From an optimization exercise on the open Yosys and OpenROAD flow, aimed at small area, a short achievable clock period and few clock cycles; shortcuts taken in it are not production practice.
In this exercise RTL edits were held to simulation tests only and were not proved equivalent to the original.
Power figures rest on the tool's default switching activity, not on a simulated workload.

$ cat flow/config.mk
export PLATFORM = sky130hd
export DESIGN_NAME = note_ring_led_pulse_encoder
export DESIGN_NICKNAME = note_ring_led_pulse_encoder
export VERILOG_FILES = /design/flow/design.v
export SDC_FILE = /design/flow/constraint.sdc
export NUM_CORES = 4
export LEC_CHECK = 0
export CAP_MARGIN = 20
export CORE_MARGIN = 2
export CORE_UTILIZATION = 40
export SETUP_SLACK_MARGIN = 4.3
export SLEW_MARGIN = 20
$ cat flow/constraint.sdc
create_clock -name core_clock -period 7.5 [get_ports {clk}]
set_input_delay 1.5000 -clock core_clock [delete_from_list [all_inputs] [get_ports {clk}]]
set_output_delay 1.5000 -clock core_clock [all_outputs]
set_load 0.01 [all_outputs]
$ cat flow/design.v
module nrle_kpal (
  input  logic [3:0]  code,
  input  logic [1:0]  ch,
  output logic [12:0] k,
  output logic [14:0] k3
);
  logic [27:0] kk;
  always_comb begin
    case ({code, ch})
      {4'd1, 2'd1}: kk = {15'd12300, 13'd4100};   
      {4'd2, 2'd0}: kk = {15'd1236, 13'd412};   
      {4'd2, 2'd1}: kk = {15'd11064, 13'd3688};   
      {4'd3, 2'd0}: kk = {15'd3696, 13'd1232};   
      {4'd3, 2'd1}: kk = {15'd8604, 13'd2868};   
      {4'd4, 2'd0}: kk = {15'd3084, 13'd1028};   
      {4'd4, 2'd1}: kk = {15'd7989, 13'd2663};   
      {4'd4, 2'd2}: kk = {15'd1236, 13'd412};   
      {4'd5, 2'd0}: kk = {15'd4059, 13'd1353};   
      {4'd5, 2'd1}: kk = {15'd4059, 13'd1353};   
      {4'd5, 2'd2}: kk = {15'd4059, 13'd1353};   
      {4'd6, 2'd0}: kk = {15'd12300, 13'd4100};   
      {4'd7, 2'd0}: kk = {15'd9840, 13'd3280};   
      {4'd7, 2'd1}: kk = {15'd1845, 13'd615};   
      {4'd7, 2'd2}: kk = {15'd1845, 13'd615};   
      {4'd8, 2'd0}: kk = {15'd5778, 13'd1926};   
      {4'd8, 2'd1}: kk = {15'd987, 13'd329};   
      {4'd8, 2'd2}: kk = {15'd5409, 13'd1803};   
      {4'd9, 2'd0}: kk = {15'd987, 13'd329};   
      {4'd9, 2'd1}: kk = {15'd861, 13'd287};   
      {4'd9, 2'd2}: kk = {15'd10449, 13'd3483};   
      {4'd10, 2'd2}: kk = {15'd12300, 13'd4100};   
      {4'd11, 2'd1}: kk = {15'd6156, 13'd2052};   
      {4'd11, 2'd2}: kk = {15'd6156, 13'd2052};   
      {4'd12, 2'd1}: kk = {15'd10449, 13'd3483};   
      {4'd12, 2'd2}: kk = {15'd1845, 13'd615};   
      default:       kk = {15'd12, 13'd4};   
    endcase
  end
  assign k  = kk[12:0];
  assign k3 = kk[27:13];
endmodule
module nrle_bdig (
  input  logic [6:0]       bright,
  output logic [2:0][4:0]  sel
);
  logic [9:0] bx;
  assign bx = {2'b00, bright, 1'b0};
  always_comb begin
    for (int i = 0; i < 3; i++) begin
      logic [3:0] d;
      d = bx[3*i +: 4];
      sel[i][4] = d[3] && !(d[2] && d[1] && d[0]);
      sel[i][0] = (d == 4'd1) || (d == 4'd2) || (d == 4'd13) || (d == 4'd14);
      sel[i][1] = (d == 4'd3) || (d == 4'd4) || (d == 4'd11) || (d == 4'd12);
      sel[i][2] = (d == 4'd5) || (d == 4'd6) || (d == 4'd9)  || (d == 4'd10);
      sel[i][3] = (d == 4'd7) || (d == 4'd8);
    end
  end
endmodule
module nrle_lane (
  input  logic [12:0]      k,
  input  logic [14:0]      k3,
  input  logic [2:0][4:0]  sel,
  output logic [6:0]       level
);
  localparam logic [20:0] KEEP = ~21'd31;
  logic [20:0] q;
  always_comb begin
    q = '0;
    for (int i = 0; i < 3; i++) begin
      logic [15:0] m;
      logic        neg;
      logic [20:0] r;
      neg = sel[i][4];
      m   = ({16{sel[i][0]}} & {3'b000, k})       | ({16{sel[i][1]}} & {2'b00, k, 1'b0}) |
            ({16{sel[i][2]}} & {1'b0, k3})        | ({16{sel[i][3]}} & {1'b0, k, 2'b00});
      r   = {{5{neg}}, m ^ {16{neg}}};
      q   = q + ((r << (3*i)) & KEEP) + ((21'(neg) << (3*i)) & KEEP);
    end
  end
  assign level = q[18:12];
endmodule
module nrle_merge (
  input  logic [15:0] codes,    
  output logic [15:0] slots,
  output logic [1:0]  nm1
);
  logic [3:0] act;
  logic [1:0] pos [4];    
  always_comb begin
    for (int i = 0; i < 4; i++) begin
      act[i] = (codes[4*i +: 4] != 4'd0) && (codes[4*i +: 4] <= 4'd12);
    end
    pos[0] = 2'd0;
    pos[1] = {1'b0, act[0]};
    pos[2] = {act[0] && act[1], act[0] ^ act[1]};
    pos[3] = 2'(act[0]) + 2'(act[1]) + 2'(act[2]);
    slots = '0;
    for (int i = 0; i < 4; i++) begin
      for (int j = 0; j <= i; j++) begin
        slots[4*j +: 4] = slots[4*j +: 4] |
                          ({4{act[i] && pos[i] == 2'(j)}} & codes[4*i +: 4]);
      end
    end
    nm1 = (act == 4'd0) ? 2'd0 : 2'(2'(act[0]) + 2'(act[1]) + 2'(act[2]) + 2'(act[3]) - 2'd1);
  end
endmodule
module nrle_emit (
  input  logic        clk,
  input  logic        rst_n,
  output logic        ready,      
  input  logic        load,       
  input  logic [15:0] slots_in,
  input  logic [1:0]  nm1_in,
  input  logic [6:0]  bright_in,
  input  logic        res_ready,
  output logic        res_valid,
  output logic [3:0]  res_led_index,
  output logic [1:0]  res_color_channel,
  output logic [6:0]  res_level,
  output logic        res_last
);
  logic        fresh_r;
  logic [15:0] q_r;
  logic [1:0]  nm1q_r;
  logic [6:0]  brq_r;
  logic        busy_r;
  logic [12:0] k_r;
  logic [14:0] k3_r;
  logic [2:0][4:0] sel_r;
  logic [3:0]  code_r;
  logic [1:0]  nm1_r;
  logic [3:0]  led_r;
  logic [1:0]  ch_r;
  logic        vld_r;
  logic [3:0]  ri_r;
  logic [1:0]  rc_r;
  logic [6:0]  rl_r;
  logic        adv, w_last, w_lastseg, seg_end, start, take;
  logic [3:0]  w_led;
  logic [1:0]  w_ch, ch_nxt;
  logic [3:0]  code_nxt;
  logic [12:0] k_nxt;
  logic [14:0] k3_nxt;
  logic [2:0][4:0] sel_nxt;
  logic [6:0]  level;
  assign w_led = led_r;
  assign w_ch  = ch_r;
  assign w_last = (w_led == 4'd11) && (w_ch == 2'd2);
  always_comb begin
    case (nm1_r)
      2'd0: begin
        seg_end   = 1'b0;
        w_lastseg = 1'b1;
      end
      2'd1: begin
        seg_end   = (w_led == 4'd5);
        w_lastseg = (w_led >= 4'd6);
      end
      2'd2: begin
        seg_end   = (w_led == 4'd3) || (w_led == 4'd7);
        w_lastseg = (w_led >= 4'd8);
      end
      default: begin
        seg_end   = (w_led == 4'd2) || (w_led == 4'd5) || (w_led == 4'd8);
        w_lastseg = (w_led >= 4'd9);
      end
    endcase
  end
  assign ready = !fresh_r && (!busy_r || w_lastseg);
  assign start    = fresh_r && (!busy_r || w_last);
  assign take     = !busy_r || ((w_ch == 2'd2) && (seg_end || w_led == 4'd11));
  assign ch_nxt   = (w_ch == 2'd2) ? 2'd0 : w_ch + 2'd1;
  assign code_nxt = take ? q_r[3:0] : code_r;
  nrle_kpal u_kpal (
    .code (code_nxt),
    .ch   (ch_nxt),
    .k    (k_nxt),
    .k3   (k3_nxt)
  );
  nrle_bdig u_bdig (
    .bright (brq_r),
    .sel    (sel_nxt)
  );
  nrle_lane u_lane (
    .k     (k_r),
    .k3    (k3_r),
    .sel   (sel_r),
    .level (level)
  );
  assign adv = !vld_r || res_ready;
  always_ff @(posedge clk) begin
    if (!rst_n) begin
      fresh_r <= 1'b0;
      busy_r  <= 1'b0;
      vld_r   <= 1'b0;
      ch_r    <= 2'd2;
    end else begin
      if (load) begin
        fresh_r <= 1'b1;
      end else if (adv && start) begin
        fresh_r <= 1'b0;
      end
      if (adv) begin
        busy_r <= (busy_r && !w_last) || fresh_r;
        vld_r  <= busy_r;
      end
      if (adv && (start || (busy_r && !w_last))) begin
        ch_r <= ch_nxt;
      end
    end
  end
  always_ff @(posedge clk) begin
    if (load) begin
      q_r    <= slots_in;
      nm1q_r <= nm1_in;
      brq_r  <= bright_in;
    end else if (adv && take && (start || (busy_r && !w_last))) begin
      q_r <= {4'd0, q_r[15:4]};
    end
    if (adv && start) begin
      led_r <= 4'd0;
    end else if (adv && busy_r && !w_last && w_ch == 2'd2) begin
      led_r <= led_r + 4'd1;
    end
    if (adv && (start || (busy_r && !w_last))) begin
      k_r    <= k_nxt;
      k3_r   <= k3_nxt;
      code_r <= code_nxt;
    end
    if (adv && start) begin
      sel_r <= sel_nxt;
      nm1_r <= nm1q_r;
    end
    if (adv && busy_r) begin
      ri_r <= w_led;
      rc_r <= w_ch;
      rl_r <= level;
    end
  end
  assign res_valid         = vld_r;
  assign res_led_index     = ri_r;
  assign res_color_channel = rc_r;
  assign res_level         = rl_r;
  assign res_last          = (ri_r == 4'd11) && (rc_r == 2'd2);
endmodule
module note_ring_led_pulse_encoder (
  input  logic        clk,
  input  logic        rst_n,
  input  logic        in_valid,
  output logic        in_ready,
  input  logic [3:0]  note_first,
  input  logic [3:0]  note_second,
  input  logic [3:0]  note_third,
  input  logic [3:0]  note_fourth,
  output logic        out_valid,
  input  logic        out_ready,
  output logic [3:0]  out_led_index,
  output logic [1:0]  out_color_channel,
  output logic [6:0]  out_level,
  output logic [31:0] out_pulse_pattern,
  output logic        out_last,
  input  logic        cfg_we,
  input  logic [6:0]  cfg_wdata
);
  localparam logic [6:0] BRIGHT_MAX   = 7'd100;
  localparam logic [6:0] BRIGHT_RESET = 7'd10;
  logic [6:0]  bright_r;
  logic [15:0] slots;
  logic [1:0]  nm1;
  logic        load;
  always_ff @(posedge clk) begin
    if (!rst_n) begin
      bright_r <= BRIGHT_RESET;
    end else if (cfg_we) begin
      bright_r <= (cfg_wdata > BRIGHT_MAX) ? BRIGHT_MAX : cfg_wdata;
    end
  end
  assign load = rst_n && in_valid && in_ready;
  nrle_merge u_merge (
    .codes ({note_fourth, note_third, note_second, note_first}),
    .slots (slots),
    .nm1   (nm1)
  );
  nrle_emit u_emit (
    .clk               (clk),
    .rst_n             (rst_n),
    .ready             (in_ready),
    .load              (load),
    .slots_in          (slots),
    .nm1_in            (nm1),
    .bright_in         (bright_r),
    .res_ready         (out_ready),
    .res_valid         (out_valid),
    .res_led_index     (out_led_index),
    .res_color_channel (out_color_channel),
    .res_level         (out_level),
    .res_last          (out_last)
  );
  for (genvar k = 0; k < 8; k++) begin : g_pulse
    assign out_pulse_pattern[4*k +: 4] = {1'b1, (k < 7) ? out_level[k] : 1'b0, 2'b00};
  end
endmodule
$ cat flow/run.sh
#!/bin/bash
# synth_recipe.tcl (not shown) runs the flow's synth.tcl, then flattens the netlist and writes it again
# the make line also repeats each setting of config.mk as NAME=value (left out here)
make -C /OpenROAD-flow-scripts/flow DESIGN_CONFIG=/design/flow/config.mk WORK_HOME=/design/flow/orfs CLKGATE_MAP_FILE= SYNTH_SCRIPT=/design/flow/synth_recipe.tcl finish
==> summary.txt, run 1 <==
Run status
  – Outcome: timing/DRC/antenna clean

Routing
  – First-pass iteration count of the detailed router: 6
  – Drt initial violations: 555
  – Routed wire length per instance: 17.8 um
  – Antenna Nets Post-Route: 0
  – Via count: 5691
  – Routed wire length: 17.7 mm
  – Drc violations: 0
  – Detail-routed via count per cell: 5.73

Layout
  – Layout cells sized above 1: 19.0%
  – Final Non-Filler Cells: 994
  – Final Cell Area: 8370 sq um
  – Area Growth Syn to Fin: 21.7%
  – Layout net count: 834
  – FILL cells: 1529
  – Final Core Density: 50.1%
  – Register area: 2760 sq um
  – Antenna Cells: 0
  – Area of the multi-input gates: 3920 sq um
  – Most common cell after layout, fill and taps aside: edfxtp_1
  – Most frequent cells in the layout: 81 x edfxtp_1, 52 x nand2_1, 46 x nor2_1, 41 x buf_4

CTS
  – Inserted Clock Buffers: 9
  – Worst-path clk slew: 0.08 ns
  – Clock H-tree levels: 3
  – Clock Path Buffers: 2
  – CTS tree: built
  – Hold_buf cts: 0
  – Root Buffer: clkbuf_16
  – Sink Count: 97
  – Later-pin clock latency in the skew report: 0.35 ns

Worst setup path
  – CP Launch Type: flop
  – CP Capture Point: u_emit.rl_r[6]$_DFFE_PP_
  – CP Data Required Time: 7.61 ns
  – FF-to-FF End: u_emit.rl_r[6]$_DFFE_PP_
  – Worst EP arrival: 3.52 ns
  – Critical Path Fanout Max: 4
  – Crit Path Class: reg -> reg
  – Worst setup EP type: flop
  – R2r setup slk: 4.08 ns
  – Reg2reg start: u_emit.k_r[8]$_DFFE_PP_
  – CP Launch Point: u_emit.k_r[8]$_DFFE_PP_
  – R2R cell count: 12

Pwr
  – Leakage: 0.00325 uW
  – PwrDens: 371 nW/um^2
  – IR drop worst, VDD: 0.000241 V

Yosys
  – Async set or reset register ratio after synthesis: 0%
  – Post-synth EDFFs: 81
  – Sequential-to-total area share from yosys stat: 40.1%
  – Yosys warnings: 7
  – Cell count after synthesis: 708
  – Ys flop type: edfxtp_1
  – Yosys cell types: 72
  – Synthesized cell area: 6870 sq um
  – Flops & latches, synth: 97
  – Avg Cell Area, Syn: 9.71 sq um

STA
  – Fin crit share: 45.5%
  – Worst-Margin Slew: 0.885 ns
  – Max-slew violation count: 0
  – Setup TNS Final: 0 ns
  – RSZ-0062 raised after global routing: true
  – Worst-case clock skew: 0.0105 ns
  – Tmin final: 3.42 ns
  – Final setup violation count: 0
  – Slew margin rel.: 39.3%
  – F_max: 0.293 GHz
  – Final Hold Fails: 0

Placement
  – Area after DPL: 7400 sq um
  – RePlAce Congestion: 0.869
  – Placed Cells: 930
  – Port bufs: 50
  – Post-DP HPWL: 12.0 mm

Die
  – Cell Rows: 47
  – Die width: 135 um
  – Die Ht: 135 um
  – Num ports: 76
  – Core area: 16700 sq um
  – Starting Density: 41.1%
  – Die area: 18200 sq um

Hold path
  – Hold path cells: 0
  – Hold Crit Class: reg -> reg

GRT
  – GRT overflow: 0
  – Global Route Usage Sum: 19.7%
  – First-pass GRT wire length: 28.4 mm
  – Initial antenna violation count: 0
  – Vias in the first global route: 5496
  – Largest net degree at the start of global routing: 37

Flow run
  – Max-cap viol count: 0
how the worst min path moves through the flow:
| stage | from | end | slack (ns) |
|---|---|---|---|
| floorplan | u_emit.nm1q_r[0]$_SDFFCE_PN0P_ | u_emit.nm1_r[0]$_DFFE_PP_ | 0.40 |
| global placement | u_emit.nm1q_r[1]$_SDFFCE_PN0P_ | u_emit.nm1_r[1]$_DFFE_PP_ | 0.41 |
| detailed placement | u_emit.nm1q_r[1]$_SDFFCE_PN0P_ | u_emit.nm1_r[1]$_DFFE_PP_ | 0.41 |
| CTS | u_emit.nm1q_r[1]$_SDFFCE_PN0P_ | u_emit.nm1_r[1]$_DFFE_PP_ | 0.42 |
| global route | u_emit.nm1q_r[1]$_SDFFCE_PN0P_ | u_emit.nm1_r[1]$_DFFE_PP_ | 0.43 |
| finish | u_emit.nm1q_r[1]$_SDFFCE_PN0P_ | u_emit.nm1_r[1]$_DFFE_PP_ | 0.43 |
repair_timing:
item                                    in CTS  in global routing
endpoints found under the setup margin      68                 59
gates cloned                                 1                  1
pin swaps                                   28                 17
buffers inserted                            40                  6
gates resized for setup                     73                 31
registers in the layout, summed over array words and instances (netlist names), 7 cells and up:
signal	flops
u_emit.q_r	16
u_emit.k3_r	13
u_emit.k_r	12
u_emit.sel_r	12
bright_r	7
u_emit.brq_r	7
u_emit.rl_r	7
worst max-delay path, stage by stage, from the launching register on:
cell	delay (ns)
edfxtp_1	0.50
a22o_1	0.27
a221oi_1	0.25
xor2_1	0.14
fa_1	0.57
inv_1	0.04
ha_1	0.35
a21oi_2	0.20
nand2_1	0.09
a311oi_2	0.33
o31a_1	0.23
o21bai_1	0.09
xnor2_1	0.12
cell families after synthesis:
family	share of synthesized area (%)
other cells	0.109
xor+xnor	4.97
buf+inv	8.63
flops	40.1
fa+ha+maj	8.16
mux	3.22
simple gates	14.4
compound gates	20.4
stage by stage:
step	total power (uW)	hold WS [ns]	worst slack, ns
after floorplan	2070	0.400	4.09
after global placement	2390	0.407	3.47
after detailed placement	2430	0.407	3.44
after CTS	3040	0.424	4.13
after global routing	3340	0.432	3.92
final	3110	0.426	4.08
power by group:
| part | internal (uW) | total, uW | leakage [uW] | switching (uW) |
|---|---|---|---|---|
| registers | 815 | 957 | 0.000908 | 141 |
| clock network | 240 | 470 | 0.000150 | 230 |
| logic | 777 | 1680 | 0.00219 | 902 |
| total | 1830 | 3110 | 0.00325 | 1270 |
layout make-up:
class	instances	share of cell area, %
inverter	41	1.94
clock inverter	7	0.912
tap	220	3.29
clock buffer	9	2.69
multi-input combinational	517	46.8
sequential	97	33.0
timing repair buffer	103	11.3
Yosys cell counts, types with 12 or more instances:
cell,n,area [sq um]
edfxtp_1,81,2430
nand2_1,54,203
nor2_1,50,188
a21oi_1,36,180
inv_1,36,135
clkbuf_1,35,131
buf_4,34,255
o21ai_0,26,130
xnor2_1,26,228
ha_1,24,300
nor2b_1,21,131
a22o_1,20,175
a221oi_1,18,158
a22oi_1,17,128
mux2i_1,17,170
dfxtp_1,16,320
fa_1,13,260
xor2_1,13,114
and2_1,12,75.1
nand2b_1,12,75.1
nand3_1,12,60.1
per-layer routing:
layer | track usage, % | vias to the layer above | part of all wire (%)
met4 | 7.00 | 0 | 2.9
li1 | - | 2673 | -
met1 | 24.2 | 2745 | 42
met2 | 34.5 | 225 | 50
met3 | 3.64 | 48 | 5.3
met5 | 0 | - | 0
Testbench counts, summed over its fixed seeds: cycles 13,848.
==> run 2, diff against run 1 <==
--- a/flow/config.mk
+++ b/flow/config.mk
@@ -7,6 +7,6 @@
 export LEC_CHECK = 0
 export CAP_MARGIN = 20
 export CORE_MARGIN = 2
-export CORE_UTILIZATION = 40
-export SETUP_SLACK_MARGIN = 4.3
+export CORE_UTILIZATION = 65
+export SETUP_SLACK_MARGIN = 4.0
 export SLEW_MARGIN = 20
==> summary.txt, run 2 <==
Layout
  – Final Core Density: 76.8%
  – Final Non-Filler Cells: 893
  – Antenna Cells: 0
  – Most common cell after layout, fill and taps aside: edfxtp_1
  – Largest registers: u_emit.q_r (16), u_emit.k3_r (13)
  – Area Growth Syn to Fin: 14.8%
  – Biggest register: u_emit.q_r
  – Layout net count: 817
  – Largest register FFs: 16
  – Layout cells sized above 1: 14.0%
  – Most frequent cells in the layout: 81 x edfxtp_1, 54 x nand2_1, 48 x nor2_1, 43 x clkdlybuf4s50_1, 34 x inv_1
  – Final Cell Area: 7890 sq um

STA
  – Worst-Margin Slew: 0.816 ns
  – F_max: 0.282 GHz
  – Final Hold Fails: 0
  – Slew margin rel.: 45.1%
  – RSZ-0062 raised after global routing: true
  – Tmin final: 3.54 ns
  – Setup TNS Final: 0 ns
  – Worst-case clock skew: 0.0199 ns
  – Fin crit share: 47.3%
  – Max-slew violation count: 0
  – Final setup violation count: 0
  – Final worst setup slack: 3.96 ns

Worst setup path
  – CP Launch Type: flop
  – Critical Path Fanout Max: 6
  – CP bufs+invs: 1
  – Worst setup EP type: flop
  – Worst EP arrival: 3.68 ns
  – CP peak stage delay: 0.51 ns
  – Slowest cell on the critical path: edfxtp_1
  – Cell mode on critical path: xnor2_1
  – Critical path cell sequence: buf_4, a22o_1, a221oi_2, xnor2_1, fa_1, ha_1, o21ai_0, a21oi_2, o211ai_1, a32o_2, o31a_1, o21bai_1, xnor2_1
  – CP Data Required Time: 7.64 ns
  – CP top delay family: compound AO/OA/AOI/OAI gates
  – Crit Path Class: reg -> reg

GRT
  – GRT overflow: 0
  – Largest net degree at the start of global routing: 37
  – Vias in the first global route: 5653
  – Global Route Usage Sum: 32.3%
  – Initial antenna violation count: 0
  – First-pass GRT wire length: 28.7 mm

Yosys
  – Area leader, netlist: edfxtp_1
  – Synthesized cell area: 6870 sq um
  – Yosys warnings: 7
  – Flops & latches, synth: 97
  – Async set or reset register ratio after synthesis: 0%
  – Area contributors post-synth: edfxtp_1 35%, dfxtp_1 4.7%, ha_1 4.4%
  – Yosys cell types: 72
  – Sequential-to-total area share from yosys stat: 40.1%
  – Post-synth top cells: 81 x edfxtp_1, 54 x nand2_1, 50 x nor2_1, 36 x a21oi_1, 36 x inv_1
  – Avg Cell Area, Syn: 9.71 sq um
  – Top-count cell post-synth: edfxtp_1
  – Post-synth EDFFs: 81
  – Cell count after synthesis: 708
  – Area fraction of the dominant cell type after synthesis: 35.4%
  – Ys flop type: edfxtp_1

Placement
  – DP Worst Slack: 3.30 ns
  – Post-DP HPWL: 11.7 mm
  – Placed Cells: 845
  – Area after DPL: 7230 sq um
  – RePlAce Congestion: 0.957
  – Port bufs: 50

Routing
  – First-pass iteration count of the detailed router: 5
  – Drt initial violations: 748
  – Drc violations: 0
  – Detail-routed via count per cell: 6.45
  – Via count: 5760
  – Antenna Nets Post-Route: 0
  – Routed wire length per instance: 20.1 um
  – Routed wire length: 17.9 mm

Die
  – Die Ht: 107 um
  – Die width: 107 um
  – Cell Rows: 37
  – Num ports: 76
  – Die area: 11400 sq um
  – Starting Density: 66.9%
  – Core area: 10300 sq um

CTS
  – Clock Path Buffers: 2
  – Later-pin clock latency in the skew report: 0.39 ns
  – Inserted Clock Buffers: 9
  – Worst-path clk slew: 0.12 ns
  – Root Buffer: clkbuf_8
  – Hold_buf cts: 0
  – Sink Count: 97
  – CTS tree: built
  – Clock H-tree levels: 3

Run status
  – Outcome: timing/DRC/antenna clean

Pwr
  – Leakage: 0.00307 uW
  – IR drop worst, VDD: 0.000284 V
  – PwrDens: 373 nW/um^2

Hold path
  – Hold Crit Class: reg -> reg

Flow run
  – Max-cap viol count: 0
==> run 2: per-stage QoR <==
stage | power, uW | hold WS, ns
CTS | 2860 | 0.426
global placement | 2340 | 0.405
global route | 3140 | 0.437
detailed placement | 2400 | 0.416
floorplan | 2040 | 0.400
finish | 2950 | 0.426
==> run 2: report_power, final <==
part / internal [uW] / leakage (uW) / switching (uW)
combinational: 716 / 0.00206 / 905
clock: 150 / 0.000108 / 212
sequential: 813 / 0.000907 / 150
total: 1680 / 0.00307 / 1270
==> run 2: cell type report <==
type	count	area, sq um
repair buffers	85	792
inverters	41	158
fillers	705	2390
clock buffers	10	149
multi-input cells	517	3790
repair inverters	1	7.51
clock inverters	6	62.6
well taps	136	170
flip-flops and latches	97	2760
==> run 2: kinds of logic after synthesis <==
family,count (synthesis),share of synthesized area (%)
fa+ha+maj,37,8.16
compound gates,194,20.4
flops,97,40.1
buf+inv,118,8.63
mux,21,3.22
other cells,2,0.109
simple gates,200,14.4
xor+xnor,39,4.97
==> run 2: routing by layer <==
metal	global-route usage, %	routed length [um]
met5	0	0
met4	13.0	568
met3	5.35	1330
met2	55.4	8980
met1	40.9	7060
==> run 2: path summary, 6_finish.rpt <==
kind	to	slack (ns)	startpoint	cells past startpoint
hold / removal	u_emit.nm1_r[0]$_DFFE_PP_	0.43	u_emit.nm1q_r[0]$_SDFFCE_PN0P_	0
hold reg to reg	u_emit.nm1_r[0]$_DFFE_PP_	0.43	u_emit.nm1q_r[0]$_SDFFCE_PN0P_	0
setup / recovery	u_emit.rl_r[6]$_DFFE_PP_	3.96	u_emit.sel_r[3]$_DFFE_PP_	13
setup reg to reg	u_emit.rl_r[6]$_DFFE_PP_	3.96	u_emit.sel_r[3]$_DFFE_PP_	13
==> run 2: timing repair <==
| action | in CTS | in global routing |
|---|---|---|
| setup endpoints to repair | 58 | 39 |
| buffers inserted | 23 | 7 |
| cloned | 2 | 0 |
| gates resized for setup | 33 | 18 |
| pin swaps | 14 | 12 |
==> run 3, diff against run 2 <==
--- a/flow/config.mk
+++ b/flow/config.mk
@@ -7,6 +7,6 @@
 export LEC_CHECK = 0
 export CAP_MARGIN = 20
 export CORE_MARGIN = 2
-export CORE_UTILIZATION = 65
+export CORE_UTILIZATION = 40
 export SETUP_SLACK_MARGIN = 4.0
 export SLEW_MARGIN = 20
==> summary.txt, run 3 <==
Yosys
  – Largest family of logic cells by synthesized area: compound AO/OA/AOI/OAI gates
  – Post-synth EDFFs: 81
  – Async set or reset register ratio after synthesis: 0%
  – Yosys cell types: 72
  – Area fraction of the dominant cell type after synthesis: 35.4%
  – Yosys warnings: 7
  – Cell count after synthesis: 708
  – Flops & latches, synth: 97
  – Multiplexer area fraction after synthesis: 3.22%
  – Synth Area in Adders: 8.16%
  – Xor/xnor cell area share of the yosys netlist: 4.97%
  – Synthesized cell area: 6870 sq um
  – Area contributors post-synth: edfxtp_1 35%, dfxtp_1 4.7%, ha_1 4.4%
  – Sequential-to-total area share from yosys stat: 40.1%
  – Top-count cell post-synth: edfxtp_1
  – Post-synth top cells: 81 x edfxtp_1, 54 x nand2_1, 50 x nor2_1, 36 x a21oi_1, 36 x inv_1
  – Area leader, netlist: edfxtp_1
  – Post-synthesis compound-gate area fraction: 20.4%
  – Avg Cell Area, Syn: 9.71 sq um
  – Ys flop type: edfxtp_1
  – Synth Area in Simple Gates: 14.4%

CTS
  – Clock Path Buffers: 2
  – Worst-path clk slew: 0.07 ns
  – Clock H-tree levels: 3
  – CTS tree: built
  – Sink Count: 97
  – Later-pin clock latency in the skew report: 0.35 ns
  – Root Buffer: clkbuf_16
  – Inserted Clock Buffers: 9

STA
  – Slew margin rel.: 41.4%
  – Setup TNS Final: 0 ns
  – Fin crit share: 46.3%
  – RSZ-0062 raised after global routing: true
  – Final setup violation count: 0
  – Worst-Margin Slew: 0.871 ns
  – Max-slew violation count: 0
  – Final Hold Fails: 0
  – Worst-case clock skew: 0.00946 ns
  – F_max: 0.288 GHz
  – Tmin final: 3.47 ns

Die
  – Cell Rows: 47
  – Starting Density: 41.1%
  – Core area: 16700 sq um
  – Die width: 135 um
  – Die area: 18200 sq um
  – Die Ht: 135 um
  – Num ports: 76

GRT
  – Global Route Usage Sum: 18.6%
  – Busiest layer in global routing: met2
  – First-pass GRT wire length: 26.9 mm
  – Initial antenna violation count: 0
  – GRT overflow: 0
  – Met3 global-route usage: 3.04%
  – GR Util met2: 33.3%
  – GR Layer Usage met1: 22.6%
  – Largest net degree at the start of global routing: 37
  – Vias in the first global route: 5285

Worst setup path
  – Crit Path Class: reg -> reg
  – R2r setup slk: 4.03 ns
  – Cell mode on critical path: xnor2_1
  – FF-to-FF End: u_emit.rl_r[6]$_DFFE_PP_
  – CP Data Required Time: 7.59 ns
  – Reg2reg start: u_emit.sel_r[3]$_DFFE_PP_
  – Critical Path Fanout Max: 7
  – CP Launch Type: flop
  – Worst EP arrival: 3.56 ns
  – CP peak stage delay: 0.51 ns
  – R2R cell count: 12
  – Worst setup EP type: flop
  – Critical path cell sequence: a22o_1, a221oi_1, xnor2_1, fa_1, ha_1, o21ai_0, a21oi_1, o211ai_1, a32o_1, o31a_1, o21bai_1, xnor2_1
  – Slowest cell on the critical path: edfxtp_1

Routing
  – Drt initial violations: 486
  – Drc violations: 0
  – Routed wire length per instance: 17.4 um
  – First-pass iteration count of the detailed router: 7
  – Via count: 5528
  – Detail-routed via count per cell: 5.70
  – Antenna Nets Post-Route: 0
  – Routed wire length: 16.9 mm

Layout
  – Biggest register: u_emit.q_r
  – Largest register FFs: 16
  – Final Non-Filler Cells: 970
  – Most common cell after layout, fill and taps aside: edfxtp_1
  – Layout net count: 810
  – Area Growth Syn to Fin: 15.6%
  – Antenna Cells: 0
  – Layout cells sized above 1: 11.7%
  – Largest registers: u_emit.q_r (16), u_emit.k3_r (13)
  – FILL cells: 1532
  – Final Core Density: 47.6%
  – Most frequent cells in the layout: 81 x edfxtp_1, 53 x nand2_1, 48 x nor2_1, 38 x clkdlybuf4s50_1, 35 x inv_1

Hold path
  – Hold path startpoint: u_emit.nm1q_r[1]$_SDFFCE_PN0P_
  – Worst Hold Path EP: u_emit.nm1_r[1]$_DFFE_PP_
  – Hold Crit Class: reg -> reg
  – Hold path cells: 0

Run status
  – Outcome: timing/DRC/antenna clean

Flow run
  – Max-cap viol count: 0

Pwr
  – IR drop worst, VDD: 0.000232 V
  – Leakage: 0.00310 uW
  – PwrDens: 366 nW/um^2

Placement
  – Post-DP HPWL: 12.0 mm
  – Port bufs: 50
  – Placed Cells: 930
  – RePlAce Congestion: 0.900
run 3: cell counts after synthesis:
Identical to the previous run, type by type.
run 3: what timing repair did:
action | 4_1_cts | 5_1_grt
hold buffers | 0 | 0
gates resized for setup | 23 | 18
pin swaps | 5 | 8
cloned | 1 | 0
buffers inserted | 18 | 5
setup endpoints to repair | 43 | 44
run 3: worst max-delay path, delay by kind of cell, from the launching register on:
family          cells  cell delay (ns)
xor+xnor            2             0.27
fa+ha+maj           2             0.75
compound gates      8             1.68
flops               1             0.51
run 3: metrics by stage:
| stage | hold WS, ns | worst slack, ns | area [sq um] | total power (uW) |
|---|---|---|---|---|
| finish | 0.422 | 4.03 | 7950 | 2910 |
| global placement | 0.403 | 3.38 | 7340 | 2360 |
| CTS | 0.423 | 4.00 | 7830 | 2890 |
| detailed placement | 0.407 | 3.28 | 7340 | 2400 |
| global route | 0.434 | 3.87 | 7950 | 3140 |
| floorplan | 0.400 | 4.02 | 6960 | 2040 |
run 3: metal layers:
metal,vias to the layer above,wire length [um]
met3,37,933
met2,241,8420
met1,2635,7110
met4,0,418
li1,2615,-
met5,-,0
run 3: area by class of cell:
type                       instances  area (sq um)  area share, %
clock buffer                      11           233           2.93
clock inverter                     5          38.8          0.488
inverter                          41           154           1.94
multi-input combinational        517          3750           47.2
sequential                        97          2760           34.7
tap                              220           275           3.46
timing repair buffer              79           742           9.34
run 3: worst max path at each step:
stage | endpoint | from | cells past startpoint | slack [ns]
after floorplan | u_emit.q_r[4]$_DFFE_PP_ | note_second[1] | 7 | 4.02
after global placement | u_emit.q_r[5]$_DFFE_PP_ | note_second[1] | 8 | 3.38
after detailed placement | u_emit.q_r[5]$_DFFE_PP_ | note_second[1] | 8 | 3.28
after CTS | u_emit.rl_r[6]$_DFFE_PP_ | u_emit.sel_r[8]$_DFFE_PP_ | 14 | 4.00
after global routing | u_emit.rl_r[6]$_DFFE_PP_ | u_emit.sel_r[6]$_DFFE_PP_ | 11 | 3.87
final | u_emit.rl_r[6]$_DFFE_PP_ | u_emit.sel_r[3]$_DFFE_PP_ | 12 | 4.03
run 3: kinds of logic (layout without fill, tap and decap cells):
| logic type | after synthesis | in the layout |
|---|---|---|
| compound gates | 194 | 195 |
| xor+xnor | 39 | 39 |
| fa+ha+maj | 37 | 37 |
| buf+inv | 118 | 136 |
| flops | 97 | 97 |
| mux | 21 | 21 |
| other cells | 2 | 25 |
| simple gates | 200 | 200 |
run 3: power breakdown:
group          switching, uW  internal (uW)
sequential               147            813
combinational            829            687
clock                    207            228
==> run 4, diff against run 3 <==
==> flow/flow/run.sh (new file) <==
#!/bin/bash
# The standard layout, with plain buf_1 cells as the port buffers (ORFS's
# buffer_ports otherwise picks clkdlybuf4s50_1 delay cells).
set -e
export BUFFER_PORTS_ARGS="-buffer_cell sky130_fd_sc_hd__buf_1"
bash standard.sh > standard.log 2>&1
==> flow/standard.sh (new file) <==
#!/bin/bash
# synth_recipe.tcl (not shown) runs the flow's synth.tcl, then flattens the netlist and writes it again
# the make line also repeats each setting of config.mk as NAME=value (left out here)
make -C /OpenROAD-flow-scripts/flow DESIGN_CONFIG=/design/flow/config.mk WORK_HOME=/design/flow/orfs CLKGATE_MAP_FILE= SYNTH_SCRIPT=/design/flow/synth_recipe.tcl "${@:-finish}"
removed: flow/run.sh
==> summary.txt, run 4 <==
Run status
  – Outcome: timing/DRC/antenna clean

Layout
  – Biggest register: u_emit.q_r
  – Most common cell after layout, fill and taps aside: edfxtp_1
  – Most frequent cells in the layout: 81 x edfxtp_1, 54 x nand2_1, 50 x nor2_1, 50 x buf_1, 36 x inv_1
  – Largest registers: u_emit.q_r (16), u_emit.k3_r (13)
  – Area of the multi-input gates: 3770 sq um
  – Layout net count: 821
  – Area Growth Syn to Fin: 13.1%
  – Register area: 2750 sq um
  – Final Cell Area: 7770 sq um
  – Final Non-Filler Cells: 981
  – FILL cells: 1600
  – Layout cells sized above 1: 12.5%
  – Largest register FFs: 16
  – Antenna Cells: 0

Yosys
  – Area contributors post-synth: edfxtp_1 35%, dfxtp_1 4.7%, ha_1 4.4%
  – Multiplexer area fraction after synthesis: 3.22%
  – Ys flop type: edfxtp_1
  – Post-synth EDFFs: 81
  – Area leader, netlist: edfxtp_1
  – Yosys cell types: 72
  – Synthesized cell area: 6870 sq um
  – Yosys warnings: 7
  – Sequential-to-total area share from yosys stat: 40.1%
  – Avg Cell Area, Syn: 9.71 sq um
  – Async set or reset register ratio after synthesis: 0%
  – Post-synth top cells: 81 x edfxtp_1, 54 x nand2_1, 50 x nor2_1, 36 x a21oi_1, 36 x inv_1
  – Flops & latches, synth: 97
  – Largest family of logic cells by synthesized area: compound AO/OA/AOI/OAI gates
  – Post-synthesis compound-gate area fraction: 20.4%
  – Synth Area in Simple Gates: 14.4%
  – Xor/xnor cell area share of the yosys netlist: 4.97%
  – Area fraction of the dominant cell type after synthesis: 35.4%
  – Synth Area in Adders: 8.16%
  – Top-count cell post-synth: edfxtp_1
  – Cell count after synthesis: 708

Hold path
  – Hold Crit Class: reg -> reg

Worst setup path
  – Cell mode on critical path: xnor2_1
  – Critical Path Fanout Max: 7
  – Worst setup EP type: flop
  – Crit Path Class: reg -> reg
  – CP Launch Type: flop
  – Slowest cell on the critical path: fa_1
  – R2r setup slk: 4.04 ns
  – CP Data Required Time: 7.61 ns
  – CP bufs+invs: 1
  – CP peak stage delay: 0.54 ns
  – Critical path cell sequence: a22o_1, a221oi_2, xnor2_1, fa_1, inv_1, ha_4, nand2_1, a21oi_2, o211ai_1, a32o_2, o31a_1, o21bai_1, xnor2_1
  – Worst EP arrival: 3.57 ns
  – CP top delay family: compound AO/OA/AOI/OAI gates

Die
  – Starting Density: 41.1%
  – Die area: 18200 sq um
  – Cell Rows: 47
  – Die Ht: 135 um
  – Num ports: 76
  – Die width: 135 um
  – Core area: 16700 sq um

Routing
  – Via count: 5583
  – Drc violations: 0
  – Drt initial violations: 436
  – First-pass iteration count of the detailed router: 5
  – Antenna Nets Post-Route: 0
  – Detail-routed via count per cell: 5.69
  – Routed wire length: 17.0 mm
  – Routed wire length per instance: 17.3 um

CTS
  – Inserted Clock Buffers: 9
  – Hold_buf cts: 0
  – CTS tree: built
  – Root Buffer: clkbuf_16
  – Clock H-tree levels: 3
  – Clock Path Buffers: 2
  – Worst-path clk slew: 0.08 ns
  – Sink Count: 97
  – Later-pin clock latency in the skew report: 0.35 ns

STA
  – Final worst setup slack: 4.04 ns
  – Worst-Margin Slew: 0.860 ns
  – Tmin final: 3.46 ns
  – Final Hold Fails: 0
  – Max-slew violation count: 0
  – Worst-case clock skew: 0.00955 ns
  – Final setup violation count: 0
  – F_max: 0.289 GHz
  – Fin crit share: 46.1%
  – RSZ-0062 raised after global routing: true
  – Setup TNS Final: 0 ns
  – Slew margin rel.: 41.0%

Pwr
  – PwrDens: 392 nW/um^2
  – Leakage: 0.00298 uW
  – IR drop worst, VDD: 0.000272 V

GRT
  – Global Route Usage Sum: 18.8%
  – Vias in the first global route: 5351
  – GRT overflow: 0
  – First-pass GRT wire length: 27.5 mm
  – Initial antenna violation count: 0
  – Largest net degree at the start of global routing: 37

Placement
  – Port bufs: 50
  – Placed Cells: 931
  – Area after DPL: 7040 sq um
  – Post-DP HPWL: 11.9 mm
  – RePlAce Congestion: 0.923
  – DP Worst Slack: 3.68 ns

Flow run
  – Max-cap viol count: 0
-- run 4: changes by cell type in the layout (fill, tap and decap cells not counted), moves of 3 or more --
cell,before,now
buf_1,0,50
a22oi_1,14,17
buf_4,28,35
a221oi_1,11,8
dlygate4sd2_1,5,0
ha_1,24,21
a22oi_2,3,0
ha_4,0,3
buf_6,0,3
a221oi_2,7,10
clkdlybuf4s50_1,38,0
dlymetal6s2s_1,7,0
-- run 4: worst paths after layout --
| path | cells past startpoint | start | end |
|---|---|---|---|
| worst max-delay path | 13 | u_emit.sel_r[3]$_DFFE_PP_ | u_emit.rl_r[6]$_DFFE_PP_ |
| worst min-delay path | 0 | bright_r[3]$_SDFFE_PN1P_ | u_emit.brq_r[3]$_DFFE_PP_ |
| worst max register to register | 13 | u_emit.sel_r[3]$_DFFE_PP_ | u_emit.rl_r[6]$_DFFE_PP_ |
| worst min register to register | 0 | bright_r[3]$_SDFFE_PN1P_ | u_emit.brq_r[3]$_DFFE_PP_ |
-- run 4: kinds of logic after synthesis --
kind of cell | after synthesis
compound gates | 194
xor+xnor | 39
fa+ha+maj | 37
buf+inv | 118
flops | 97
mux | 21
other cells | 2
simple gates | 200
-- run 4: power breakdown --
group | leakage (uW) | total, uW | internal, uW | switching [uW]
logic | 0.00193 | 1630 | 735 | 896
clock network | 0.000143 | 460 | 236 | 225
registers | 0.000906 | 954 | 812 | 142
total | 0.00298 | 3040 | 1780 | 1260
-- run 4: area by class of cell --
type	instances	share of cell area [%]
Clock buffer	9	2.90
Clock inverter	7	0.933
Inverter	41	1.98
Multi-Input combinational cell	517	48.5
Sequential cell	97	35.4
Tap cell	220	3.54
Timing Repair Buffer	90	6.74
-- run 4: metrics by stage --
stage / hold WS (ns) / utilization, % / power (uW)
6_report: 0.417 / 46.6 / 3040
4_1_cts: 0.418 / 45.0 / 2870
3_5_place_dp: 0.406 / 42.1 / 2350
5_1_grt: 0.433 / 46.6 / 3290
2_1_floorplan: 0.400 / - / 2040
3_3_place_gp: 0.403 / 42.1 / 2320
-- run 4: metal layers --
layer  track usage, %  part of all wire (%)
met3             3.19                   5.3
met4             6.13                   1.7
met1             23.7                    42
met5                0                     0
met2             32.9                    51
-- run 4: repair_timing --
action | in CTS | in global routing
cloned | 1 | 0
gates resized for setup | 8 | 19
pin swaps | 2 | 20
setup buffers | 16 | 17
setup endpoints to repair | 27 | 18
==> run 5, diff against run 4 <==
--- a/flow/design.v
+++ b/flow/design.v
@@ -85,24 +85,38 @@
   output logic [15:0] slots,
   output logic [1:0]  nm1
 );
-  logic [3:0] act;
-  logic [1:0] pos [4];    
+  logic [3:0] a;
+  logic [3:0] c [4];
+  logic       none01, one01, two01;         
+  logic       none012, one012, two012, three012;
   always_comb begin
     for (int i = 0; i < 4; i++) begin
-      act[i] = (codes[4*i +: 4] != 4'd0) && (codes[4*i +: 4] <= 4'd12);
+      c[i] = codes[4*i +: 4];
+      a[i] = (c[i] != 4'd0) && (c[i] <= 4'd12);
     end
-    pos[0] = 2'd0;
-    pos[1] = {1'b0, act[0]};
-    pos[2] = {act[0] && act[1], act[0] ^ act[1]};
-    pos[3] = 2'(act[0]) + 2'(act[1]) + 2'(act[2]);
-    slots = '0;
-    for (int i = 0; i < 4; i++) begin
-      for (int j = 0; j <= i; j++) begin
-        slots[4*j +: 4] = slots[4*j +: 4] |
-                          ({4{act[i] && pos[i] == 2'(j)}} & codes[4*i +: 4]);
-      end
-    end
-    nm1 = (act == 4'd0) ? 2'd0 : 2'(2'(act[0]) + 2'(act[1]) + 2'(act[2]) + 2'(act[3]) - 2'd1);
+    none01   = !a[0] && !a[1];
+    one01    = a[0] ^ a[1];
+    two01    = a[0] && a[1];
+    none012  = none01 && !a[2];
+    one012   = (one01 && !a[2]) || (none01 && a[2]);
+    two012   = (two01 && !a[2]) || (one01 && a[2]);
+    three012 = two01 && a[2];
+    slots[3:0]   = ({4{a[0]}} & c[0]) |
+                   ({4{a[1] && !a[0]}} & c[1]) |
+                   ({4{a[2] && none01}} & c[2]) |
+                   ({4{a[3] && none012}} & c[3]);
+    slots[7:4]   = ({4{a[1] && a[0]}} & c[1]) |
+                   ({4{a[2] && one01}} & c[2]) |
+                   ({4{a[3] && one012}} & c[3]);
+    slots[11:8]  = ({4{a[2] && two01}} & c[2]) |
+                   ({4{a[3] && two012}} & c[3]);
+    slots[15:12] = ({4{a[3] && three012}} & c[3]);
+    case (a)
+      4'b0000, 4'b0001, 4'b0010, 4'b0100, 4'b1000: nm1 = 2'd0;
+      4'b1111:                                     nm1 = 2'd3;
+      4'b0111, 4'b1011, 4'b1101, 4'b1110:          nm1 = 2'd2;
+      default:                                     nm1 = 2'd1;
+    endcase
   end
 endmodule
 module nrle_emit (
@@ -122,9 +136,11 @@
 );
   logic        fresh_r;
   logic [15:0] q_r;
+  logic [1:0]  qp_r;
   logic [1:0]  nm1q_r;
   logic [6:0]  brq_r;
   logic        busy_r;
+  logic        take_r;     
   logic [12:0] k_r;
   logic [14:0] k3_r;
   logic [2:0][4:0] sel_r;
@@ -169,9 +185,9 @@
   end
   assign ready = !fresh_r && (!busy_r || w_lastseg);
   assign start    = fresh_r && (!busy_r || w_last);
-  assign take     = !busy_r || ((w_ch == 2'd2) && (seg_end || w_led == 4'd11));
+  assign take     = take_r;
   assign ch_nxt   = (w_ch == 2'd2) ? 2'd0 : w_ch + 2'd1;
-  assign code_nxt = take ? q_r[3:0] : code_r;
+  assign code_nxt = take ? q_r[4*qp_r +: 4] : code_r;
   nrle_kpal u_kpal (
     .code (code_nxt),
     .ch   (ch_nxt),
@@ -195,6 +211,7 @@
       busy_r  <= 1'b0;
       vld_r   <= 1'b0;
       ch_r    <= 2'd2;
+      take_r  <= 1'b1;
     end else begin
       if (load) begin
         fresh_r <= 1'b1;
@@ -208,15 +225,20 @@
       if (adv && (start || (busy_r && !w_last))) begin
         ch_r <= ch_nxt;
       end
+      if (adv) begin
+        take_r <= !((busy_r && !w_last) || fresh_r) ||
+                  ((w_ch == 2'd1) && (seg_end || w_led == 4'd11));
+      end
     end
   end
   always_ff @(posedge clk) begin
     if (load) begin
       q_r    <= slots_in;
+      qp_r   <= 2'd0;
       nm1q_r <= nm1_in;
       brq_r  <= bright_in;
     end else if (adv && take && (start || (busy_r && !w_last))) begin
-      q_r <= {4'd0, q_r[15:4]};
+      qp_r <= qp_r + 2'd1;
     end
     if (adv && start) begin
       led_r <= 4'd0;
--- a/flow/config.mk
+++ b/flow/config.mk
@@ -8,5 +8,6 @@
 export CAP_MARGIN = 20
 export CORE_MARGIN = 2
 export CORE_UTILIZATION = 40
+export CTS_BUF_LIST = sky130_fd_sc_hd__clkbuf_8
 export SETUP_SLACK_MARGIN = 4.0
 export SLEW_MARGIN = 20
==> summary.txt, run 5 <==
Worst setup path
  – Crit Path Class: reg -> reg
  – Worst EP arrival: 3.53 ns
  – Worst setup EP type: flop
  – CP Launch Type: flop
  – R2r setup slk: 4.10 ns
  – CP Data Required Time: 7.63 ns
  – Reg2reg start: u_emit.sel_r[2]$_DFFE_PP_
  – Critical Path Fanout Max: 9
  – R2R cell count: 11
  – FF-to-FF End: u_emit.rl_r[5]$_DFFE_PP_

Routing
  – Drt initial violations: 708
  – Routed wire length: 16.7 mm
  – Drc violations: 0
  – Routed wire length per instance: 17.5 um
  – Via count: 5434
  – First-pass iteration count of the detailed router: 8
  – Antenna Nets Post-Route: 0
  – Detail-routed via count per cell: 5.70

Layout
  – Largest register FFs: 16
  – Final Cell Area: 7450 sq um
  – Antenna Cells: 0
  – Largest registers: u_emit.q_r (16), u_emit.k3_r (13)
  – Most common cell after layout, fill and taps aside: edfxtp_1
  – Most frequent cells in the layout: 81 x edfxtp_1, 52 x nand2_1, 50 x buf_1, 43 x nor2_1, 37 x inv_1
  – Layout cells sized above 1: 10.1%
  – Biggest register: u_emit.q_r
  – Layout net count: 791
  – Area Growth Syn to Fin: 8.96%

Yosys
  – Synthesized cell area: 6840 sq um
  – Ys flop type: edfxtp_1
  – Synth Area in Simple Gates: 12.5%
  – Area contributors post-synth: edfxtp_1 36%, dfxtp_1 5.6%, ha_1 4.2%
  – Post-synth EDFFs: 81
  – Area leader, netlist: edfxtp_1
  – Synth Area in Adders: 7.72%
  – Post-synthesis compound-gate area fraction: 22.3%
  – Largest family of logic cells by synthesized area: compound AO/OA/AOI/OAI gates
  – Multiplexer area fraction after synthesis: 2.49%
  – Yosys warnings: 7
  – Area fraction of the dominant cell type after synthesis: 35.6%
  – Flops & latches, synth: 100
  – Xor/xnor cell area share of the yosys netlist: 5.12%
  – Cell count after synthesis: 691
  – Yosys cell types: 73
  – Avg Cell Area, Syn: 9.90 sq um
  – Top-count cell post-synth: edfxtp_1
  – Sequential-to-total area share from yosys stat: 41.1%
  – Async set or reset register ratio after synthesis: 0%
  – Post-synth top cells: 81 x edfxtp_1, 52 x nand2_1, 43 x nor2_1, 37 x inv_1, 36 x a21oi_1

GRT
  – Global Route Usage Sum: 17.9%
  – Initial antenna violation count: 0
  – First-pass GRT wire length: 26.0 mm
  – Largest net degree at the start of global routing: 29
  – GRT overflow: 0
  – Vias in the first global route: 5035

Die
  – Cell Rows: 47
  – Die width: 135 um
  – Die Ht: 135 um
  – Die area: 18200 sq um
  – Core area: 16600 sq um
  – Starting Density: 41.1%
  – Num ports: 76

STA
  – Worst-case clock skew: 0.0134 ns
  – Final Hold Fails: 0
  – Max-slew violation count: 0
  – Fin crit share: 45.3%
  – RSZ-0062 raised after global routing: false
  – Final setup violation count: 0
  – Worst-Margin Slew: 0.900 ns
  – F_max: 0.294 GHz
  – Tmin final: 3.40 ns
  – Slew margin rel.: 39.1%
  – Setup TNS Final: 0 ns

CTS
  – Worst-path clk slew: 0.10 ns
  – Clock Path Buffers: 2
  – Clock H-tree levels: 3
  – Inserted Clock Buffers: 9
  – Later-pin clock latency in the skew report: 0.38 ns
  – Sink Count: 100
  – CTS tree: built
  – Root Buffer: clkbuf_8

Placement
  – RePlAce Congestion: 0.882
  – Port bufs: 50
  – Post-DP HPWL: 11.8 mm
  – Area after DPL: 7000 sq um

Hold path
  – Hold path cells: 0
  – Worst Hold Path EP: u_emit.nm1_r[0]$_DFFE_PP_
  – Hold path startpoint: u_emit.nm1q_r[0]$_DFFE_PP_
  – Hold Crit Class: reg -> reg

Flow run
  – Max-cap viol count: 0

Pwr
  – IR drop worst, VDD: 0.000217 V
  – PwrDens: 427 nW/um^2
  – Leakage: 0.00285 uW

Run status
  – Outcome: timing/DRC/antenna clean
## run 5: cell types whose count changed in the layout (fill, tap and decap cells not counted), moves of 9 or more
cell | before | now
mux2i_1 | 17 | 8
a22o_1 | 20 | 32
clkbuf_16 | 9 | 0
clkbuf_8 | 0 | 9
## run 5: kinds of logic after synthesis
logic type               Yosys count
adder cells (fa/ha/maj)           35
multiplexers                      12
flip-flops                       100
XOR/XNOR                          40
AO/OA/AOI/OAI                    209
buffers and inverters            118
other                              2
AND/OR/NAND/NOR                  175
## run 5: cell type report
| cell class | count | area, sq um |
|---|---|---|
| inverters | 41 | 156 |
| repair buffers | 80 | 418 |
| well taps | 220 | 275 |
| multi-input cells | 496 | 3610 |
| clock buffers | 9 | 124 |
| fillers | 1564 | 9190 |
| clock inverters | 7 | 52.6 |
| flip-flops and latches | 100 | 2810 |
## run 5: worst max-delay path by stage
stage                              start                       end  slack, ns  depth (start not counted)
2_1_floorplan  u_emit.sel_r[8]$_DFFE_PP_  u_emit.rl_r[3]$_DFFE_PP_       4.13                         12
3_3_place_gp              note_second[1]   u_emit.q_r[4]$_DFFE_PP_       3.91                          7
3_5_place_dp   u_emit.sel_r[8]$_DFFE_PP_  u_emit.rl_r[6]$_DFFE_PP_       3.88                         11
4_1_cts          u_emit.k_r[5]$_DFFE_PP_  u_emit.rl_r[3]$_DFFE_PP_       4.02                         11
5_1_grt        u_emit.sel_r[2]$_DFFE_PP_  u_emit.rl_r[5]$_DFFE_PP_       3.95                         11
6_report       u_emit.sel_r[2]$_DFFE_PP_  u_emit.rl_r[5]$_DFFE_PP_       4.10                         11
## run 5: routing by layer
metal  GRT usage (%)  routed length [um]  up-vias
li1                -                   -     2584
met1            24.4                7390     2558
met2            28.4                7840      252
met3            2.70                 968       40
met4            7.72                 483        0
met5               0                   0        -
## run 5: power by group
group,internal [uW],leakage (uW),switching (uW),total (uW)
clock network,122,0.0000848,195,318
logic,777,0.00184,1110,1880
registers,830,0.000926,153,983
total,1730,0.00285,1450,3190
## run 5: critical path, cell delays in order (launching register included)
cell      delay, ns
edfxtp_1       0.53
a22o_1         0.26
a221oi_1       0.33
xnor2_1        0.15
fa_1           0.51
inv_1          0.04
ha_1           0.33
nand4_1        0.15
or2_2          0.34
o211ai_1       0.24
a31oi_1        0.14
xnor2_1        0.14
## run 5: through the flow
stage               power, uW  setup WS, ns  hold slack, ns  instances  utilization [%]
finish                   3190          4.10           0.429        953             44.8
global route             3440          3.95           0.450        953             44.8
CTS                      3030          4.02           0.434        929             43.2
detailed placement       2710          3.88           0.410        911             42.0
floorplan                2340          4.13           0.400        714                -
global placement         2670          3.91           0.404        910             41.9
## run 5: timing repair
item                                   4_1_cts  5_1_grt
setup endpoints to repair                    5        7
buffers inserted                             2       24
pin swaps                                    0        2
endpoints found under the hold margin        0        0
hold buffers                                 0        0
gates resized for setup                      1       15
Testbench counts of run 5, summed over its fixed seeds: cycles 13,848.
==> run 6, diff against run 5 <==
--- a/flow/config.mk
+++ b/flow/config.mk
@@ -5,6 +5,7 @@
 export SDC_FILE = /design/flow/constraint.sdc
 export NUM_CORES = 4
 export LEC_CHECK = 0
+export ABC_AREA = 1
 export CAP_MARGIN = 20
 export CORE_MARGIN = 2
 export CORE_UTILIZATION = 40
==> summary.txt, run 6 <==
Run status
  – Outcome: timing/DRC/antenna clean

Routing
  – Routed wire length: 16.0 mm
  – Via count: 5787
  – Drc violations: 0
  – Routed wire length per instance: 14.5 um
  – Detail-routed via count per cell: 5.22
  – First-pass iteration count of the detailed router: 6
  – Antenna Nets Post-Route: 0
  – Drt initial violations: 559

CTS
  – Clock H-tree levels: 3
  – Clock Path Buffers: 2
  – Worst-path clk slew: 0.10 ns
  – CTS tree: built
  – Root Buffer: clkbuf_8
  – Inserted Clock Buffers: 9
  – Hold_buf cts: 0
  – Sink Count: 100
  – Later-pin clock latency in the skew report: 0.38 ns

Yosys
  – Post-synth EDFFs: 81
  – Largest family of logic cells by synthesized area: simple AND/OR/NAND/NOR gates
  – Area leader, netlist: edfxtp_1
  – Post-synthesis compound-gate area fraction: 15.7%
  – Yosys warnings: 7
  – Synth Area in Adders: 7.65%
  – Yosys cell types: 45
  – Xor/xnor cell area share of the yosys netlist: 3.55%
  – Area contributors post-synth: edfxtp_1 35%, nand2_1 9.7%, inv_1 5.8%
  – Ys flop type: edfxtp_1
  – Async set or reset register ratio after synthesis: 0%
  – Avg Cell Area, Syn: 8.23 sq um
  – Sequential-to-total area share from yosys stat: 40.8%
  – Area fraction of the dominant cell type after synthesis: 35.3%
  – Synthesized cell area: 6900 sq um
  – Cell count after synthesis: 838
  – Flops & latches, synth: 100
  – Post-synth top cells: 179 x nand2_1, 106 x inv_1, 81 x edfxtp_1, 67 x nor2_1, 50 x nand3_1
  – Top-count cell post-synth: nand2_1
  – Synth Area in Simple Gates: 20.8%
  – Multiplexer area fraction after synthesis: 0%

Die
  – Die width: 135 um
  – Die area: 18300 sq um
  – Die Ht: 135 um
  – Starting Density: 40.4%
  – Cell Rows: 48
  – Core area: 17100 sq um
  – Num ports: 76

Worst setup path
  – Cell mode on critical path: inv_1
  – Crit Path Class: reg -> out
  – Worst setup EP type: output port
  – Critical Path Fanout Max: 5
  – Slowest cell on the critical path: dfxtp_1
  – Worst EP arrival: 1.85 ns
  – Reg2reg start: u_emit.k_r[11]$_DFFE_PP_
  – CP Launch Type: flop
  – CP peak stage delay: 0.35 ns
  – R2r setup slk: 4.23 ns
  – FF-to-FF End: u_emit.rl_r[5]$_DFFE_PP_
  – Critical path cell sequence: inv_1, ha_1, nor3_1, o311ai_2, nand2_1, inv_1, buf_1
  – CP Data Required Time: 6.00 ns
  – R2R cell count: 13

Layout
  – Biggest register: u_emit.q_r
  – Most common cell after layout, fill and taps aside: nand2_1
  – Layout net count: 942
  – Area Growth Syn to Fin: 7.16%
  – Largest registers: u_emit.q_r (16), u_emit.k3_r (13)
  – Most frequent cells in the layout: 179 x nand2_1, 105 x inv_1, 81 x edfxtp_1, 66 x nor2_1
  – Antenna Cells: 0
  – Largest register FFs: 16
  – Layout cells sized above 1: 7.01%

GRT
  – Vias in the first global route: 5468
  – Largest net degree at the start of global routing: 35
  – GRT overflow: 0
  – First-pass GRT wire length: 26.4 mm
  – Global Route Usage Sum: 18.1%
  – Initial antenna violation count: 1

STA
  – Worst-Margin Slew: 0.662 ns
  – RSZ-0062 raised after global routing: true
  – Setup TNS Final: 0 ns
  – Max-slew violation count: 0
  – Slew margin rel.: 55.8%
  – Tmin final: 3.35 ns
  – F_max: 0.299 GHz
  – Final Hold Fails: 0
  – Worst hold slack: 0.437 ns
  – Final setup violation count: 0
  – Fin crit share: 44.6%
  – Worst-case clock skew: 0.0187 ns

Hold path
  – Hold Crit Class: reg -> reg
  – Hold path cells: 0
  – Hold path startpoint: bright_r[6]$_SDFFE_PN0P_
  – Worst Hold Path EP: u_emit.brq_r[6]$_DFFE_PP_

Placement
  – RePlAce Congestion: 0.946
  – Port bufs: 50
  – Post-DP HPWL: 12.6 mm

Pwr
  – IR drop worst, VDD: 0.000288 V
  – PwrDens: 484 nW/um^2
  – Leakage: 0.00315 uW

Flow run
  – Max-cap viol count: 0
## run 6: cell types whose count changed after synthesis, sizes merged, moves of 32 or more
cell / delta
a22o: -32
inv: +72
nand2: +128
nand3: +38
nor2: +32
o21ai: +33
## run 6: layer usage
layer  global-route usage (%)  vias to the layer above  part of all wire, %
li1                         -                     2871                    -
met1                     23.3                     2677                   46
met4                     7.99                        0                  2.9
met3                     2.88                       43                  4.5
met5                        0                        -                    0
met2                     30.1                      196                   47
## run 6: cell type report
class,count,area [sq um]
fillers,1713,9660
inverters,115,434
repair buffers,59,255
clock buffers,11,151
well taps,225,282
clock inverters,5,65.1
flip-flops and latches,100,2810
multi-input cells,594,3390
## run 6: worst max-delay path by stage
stage / startpoint / endpoint / slack, ns
3_3_place_gp: note_first[3] / u_emit.q_r[7]$_DFFE_PP_ / 4.15
4_1_cts: u_emit.led_r[0]$_SDFFE_PP0P_ / in_ready / 4.07
6_report: u_emit.led_r[0]$_SDFFE_PP0P_ / in_ready / 4.15
5_1_grt: u_emit.led_r[0]$_SDFFE_PP0P_ / in_ready / 3.97
2_1_floorplan: out_ready / u_emit.qp_r[1]$_SDFFE_PP0P_ / 4.31
3_5_place_dp: note_first[2] / u_emit.q_r[8]$_DFFE_PP_ / 4.10
## run 6: worst max-delay path: cells and delay by family, from the launching register on
family,cells,cell delay [ns]
adder cells (fa/ha/maj),1,0.20
buffers and inverters,3,0.38
AND/OR/NAND/NOR,2,0.23
flip-flops,1,0.35
AO/OA/AOI/OAI,1,0.31
## run 6: what timing repair did
action	CTS	global route
setup endpoints to repair	1	5
cloned	0	0
resized for setup	1	2
pin swaps	0	0
buffers inserted	0	4
## run 6: cell families (layout without fill, tap and decap cells)
logic type	count (synthesis)	count (layout)
compound gates	169	169
xor+xnor	28	28
fa+ha+maj	35	35
buf+inv	167	190
flops	100	100
other cells	2	25
simple gates	337	337
## run 6: report_power, final
group	internal, uW	switching [uW]
clock network	177	198
logic	752	1460
registers	866	124
total	1800	1780
## run 6: metrics by stage
stage | total power (uW) | instance area, sq um | utilization (%) | setup WS [ns] | instances
final | 3580 | 7390 | 43.3 | 4.15 | 1109
after global placement | 3190 | 7140 | 41.9 | 4.15 | 1089
after global routing | 3910 | 7390 | 43.3 | 3.97 | 1109
after CTS | 3560 | 7360 | 43.1 | 4.07 | 1105
after detailed placement | 3180 | 7140 | 41.9 | 4.10 | 1089
after floorplan | 2680 | 6990 | - | 4.31 | 861
==> run 7, diff against run 6 <==
--- a/flow/config.mk
+++ b/flow/config.mk
@@ -9,6 +9,5 @@
 export CAP_MARGIN = 20
 export CORE_MARGIN = 2
 export CORE_UTILIZATION = 40
-export CTS_BUF_LIST = sky130_fd_sc_hd__clkbuf_8
 export SETUP_SLACK_MARGIN = 4.0
 export SLEW_MARGIN = 20
==> summary.txt, run 7 <==
Run status
  – Outcome: timing/DRC/antenna clean

GRT
  – GRT overflow: 0
  – Largest net degree at the start of global routing: 35
  – Vias in the first global route: 5476
  – First-pass GRT wire length: 26.4 mm
  – Global Route Usage Sum: 18.1%
  – Initial antenna violation count: 0

Pwr
  – PwrDens: 493 nW/um^2
  – IR drop worst, VDD: 0.000292 V
  – Leakage: 0.00317 uW

Worst setup path
  – Crit Path Class: reg -> reg
  – Critical path cell sequence: inv_1, o22ai_1, a221oi_1, xor2_1, fa_1, inv_1, ha_1, a21oi_1, o21ai_0, a221oi_1, nand2_1, nand2_1, nand2_1
  – CP Data Required Time: 7.59 ns
  – CP peak stage delay: 0.53 ns
  – Slowest cell on the critical path: fa_1
  – Worst EP arrival: 3.39 ns
  – R2r setup slk: 4.20 ns
  – CP Launch Type: flop
  – Worst setup EP type: flop
  – Critical Path Fanout Max: 6
  – Cell mode on critical path: nand2_1

Yosys
  – Yosys cell types: 45
  – Cell count after synthesis: 838
  – Yosys warnings: 7
  – Avg Cell Area, Syn: 8.23 sq um
  – Area leader, netlist: edfxtp_1
  – Ys flop type: edfxtp_1
  – Post-synth top cells: 179 x nand2_1, 106 x inv_1, 81 x edfxtp_1, 67 x nor2_1, 50 x nand3_1
  – Post-synth EDFFs: 81
  – Area fraction of the dominant cell type after synthesis: 35.3%
  – Sequential-to-total area share from yosys stat: 40.8%
  – Area contributors post-synth: edfxtp_1 35%, nand2_1 9.7%, inv_1 5.8%
  – Top-count cell post-synth: nand2_1
  – Flops & latches, synth: 100
  – Async set or reset register ratio after synthesis: 0%
  – Synthesized cell area: 6900 sq um

STA
  – Final Hold Fails: 0
  – RSZ-0062 raised after global routing: true
  – Final setup violation count: 0
  – Fin crit share: 44.0%
  – Final worst setup slack: 4.20 ns
  – F_max: 0.303 GHz
  – Worst-case clock skew: 0.00980 ns
  – Worst-Margin Slew: 0.675 ns
  – Setup TNS Final: 0 ns
  – Max-slew violation count: 0
  – Tmin final: 3.30 ns
  – Worst hold slack: 0.429 ns
  – Slew margin rel.: 55.0%

Routing
  – Via count: 5763
  – Routed wire length per instance: 14.6 um
  – Drt initial violations: 529
  – Antenna Nets Post-Route: 0
  – Detail-routed via count per cell: 5.22
  – First-pass iteration count of the detailed router: 6
  – Drc violations: 0
  – Routed wire length: 16.1 mm

Die
  – Die Ht: 135 um
  – Die area: 18300 sq um
  – Cell Rows: 48
  – Starting Density: 40.4%
  – Num ports: 76
  – Core area: 17100 sq um
  – Die width: 135 um

Layout
  – Largest registers: u_emit.q_r (16), u_emit.k3_r (13)
  – Layout cells sized above 1: 6.59%
  – Final Core Density: 43.7%
  – FILL cells: 1703
  – Final Cell Area: 7460 sq um
  – Area Growth Syn to Fin: 8.12%
  – Most frequent cells in the layout: 179 x nand2_1, 105 x inv_1, 81 x edfxtp_1, 66 x nor2_1
  – Biggest register: u_emit.q_r
  – Largest register FFs: 16
  – Layout net count: 938
  – Antenna Cells: 0
  – Most common cell after layout, fill and taps aside: nand2_1

CTS
  – Inserted Clock Buffers: 9
  – Worst-path clk slew: 0.07 ns
  – Sink Count: 100
  – Clock H-tree levels: 3
  – Hold_buf cts: 0
  – Root Buffer: clkbuf_16
  – Clock Path Buffers: 2
  – CTS tree: built
  – Later-pin clock latency in the skew report: 0.35 ns

Placement
  – Post-DP HPWL: 12.6 mm
  – Area after DPL: 7140 sq um
  – RePlAce Congestion: 0.946
  – Port bufs: 50
  – DP Worst Slack: 4.10 ns

Flow run
  – Max-cap viol count: 0

Hold path
  – Hold Crit Class: reg -> reg
==> run 7: cell types whose count changed in the layout (fill, tap and decap cells not counted) <==
cell / delta
buf_4: -4
clkbuf_8: -9
clkbuf_16: +10
bufinv_16: -1
==> run 7: worst max-delay path: cells and delay by family, from the launching register on <==
kind,cells,cell delay (ns)
flops,1,0.43
buf+inv,2,0.25
xor+xnor,1,0.17
simple gates,3,0.23
compound gates,5,1.08
fa+ha+maj,2,0.88
==> run 7: through the flow <==
stage                     std cells  power, uW
final                          1105       3680
after global routing           1105       4010
after CTS                      1105       3670
after detailed placement       1089       3180
after global placement         1089       3190
after floorplan                 861       2680
==> run 7: layout make-up <==
cell class | count | area [sq um] | share of cell area, %
Clock buffer | 12 | 278 | 3.72
Clock inverter | 4 | 35.0 | 0.470
Inverter | 115 | 434 | 5.82
Multi-Input combinational cell | 594 | 3390 | 45.5
Sequential cell | 100 | 2810 | 37.7
Tap cell | 225 | 282 | 3.77
Timing Repair Buffer | 55 | 225 | 3.02
==> run 7: cells by family after synthesis <==
group           synth area share (%)
other cells                    0.109
simple gates                    20.8
fa+ha+maj                       7.65
compound gates                  15.7
flops                           40.8
buf+inv                         11.4
xor+xnor                        3.55
==> run 7: worst paths after layout <==
kind | from | cells past startpoint | endpoint
min | bright_r[6]$_SDFFE_PN0P_ | 0 | u_emit.brq_r[6]$_DFFE_PP_
max | u_emit.k_r[11]$_DFFE_PP_ | 13 | u_emit.rl_r[5]$_DFFE_PP_
max reg2reg | u_emit.k_r[11]$_DFFE_PP_ | 13 | u_emit.rl_r[5]$_DFFE_PP_
min reg2reg | bright_r[6]$_SDFFE_PN0P_ | 0 | u_emit.brq_r[6]$_DFFE_PP_
==> run 7: per-layer routing <==
layer	global-route usage (%)	up-vias	part of all wire [%]	routed length [um]
met4	7.87	0	2.9	461
met1	23.4	2667	45	7280
met3	2.62	38	4.8	767
li1	-	2865	-	-
met5	0	-	0	0
met2	30.3	193	47	7580
==> run 7: power breakdown <==
part	total (uW)	internal, uW	switching (uW)
clock network	478	268	210
registers	991	867	124
logic	2210	749	1460
total	3680	1880	1790
==> run 7: timing repair <==
action	in CTS	in global routing
resized for setup	1	2
endpoints found under the setup margin	1	3
setup buffers	0	0

-- what the ideal ports hide --
How much do the figures lean on ideal ports? The routed layouts below were timed once more, with nothing changed but the port constraints.
Step 1: set_driving_cell puts a clkbuf_16 on clk and a buf_2 on each other input, an assumption about the parent block.
Step 2 times the ports against the registers' clock, not the clock port: input delays grow and output delays shrink by t, the midpoint of the rising clock arrivals with the driver on.
a / b / c = no drivers / after step 1 / after step 2; a / b = the first two.
| run | shift t [ns] | slack for setup (ns) | hold slack, ns | latest minus earliest clock arrival (ns) |
|---|---|---|---|---|
| run 1 | 0.387 | 4.084 / 4.084 / 3.883 | 0.426 / 0.426 / 0.426 | 0.010 / 0.010 |
| run 2 | 0.411 | 3.956 / 3.956 / 3.653 | 0.426 / 0.426 / 0.426 | 0.021 / 0.021 |
| run 3 | 0.383 | 4.028 / 4.028 / 3.685 | 0.422 / 0.422 / 0.422 | 0.011 / 0.010 |
| run 4 | 0.385 | 4.040 / 4.040 / 3.711 | 0.417 / 0.417 / 0.417 | 0.010 / 0.010 |
| run 5 | 0.410 | 4.099 / 4.099 / 3.907 | 0.429 / 0.429 / 0.429 | 0.013 / 0.013 |
| run 6 | 0.403 | 4.152 / 4.116 / 4.090 | 0.437 / 0.437 / 0.437 | 0.019 / 0.019 |
| run 7 | 0.385 | 4.199 / 4.159 / 4.063 | 0.429 / 0.429 / 0.429 | 0.010 / 0.010 |
After both steps setup and hold are still met in every run listed. The setup slack of run 3, which loses most, moves by 0.000 ns with the drivers and by -0.343 ns with both steps.
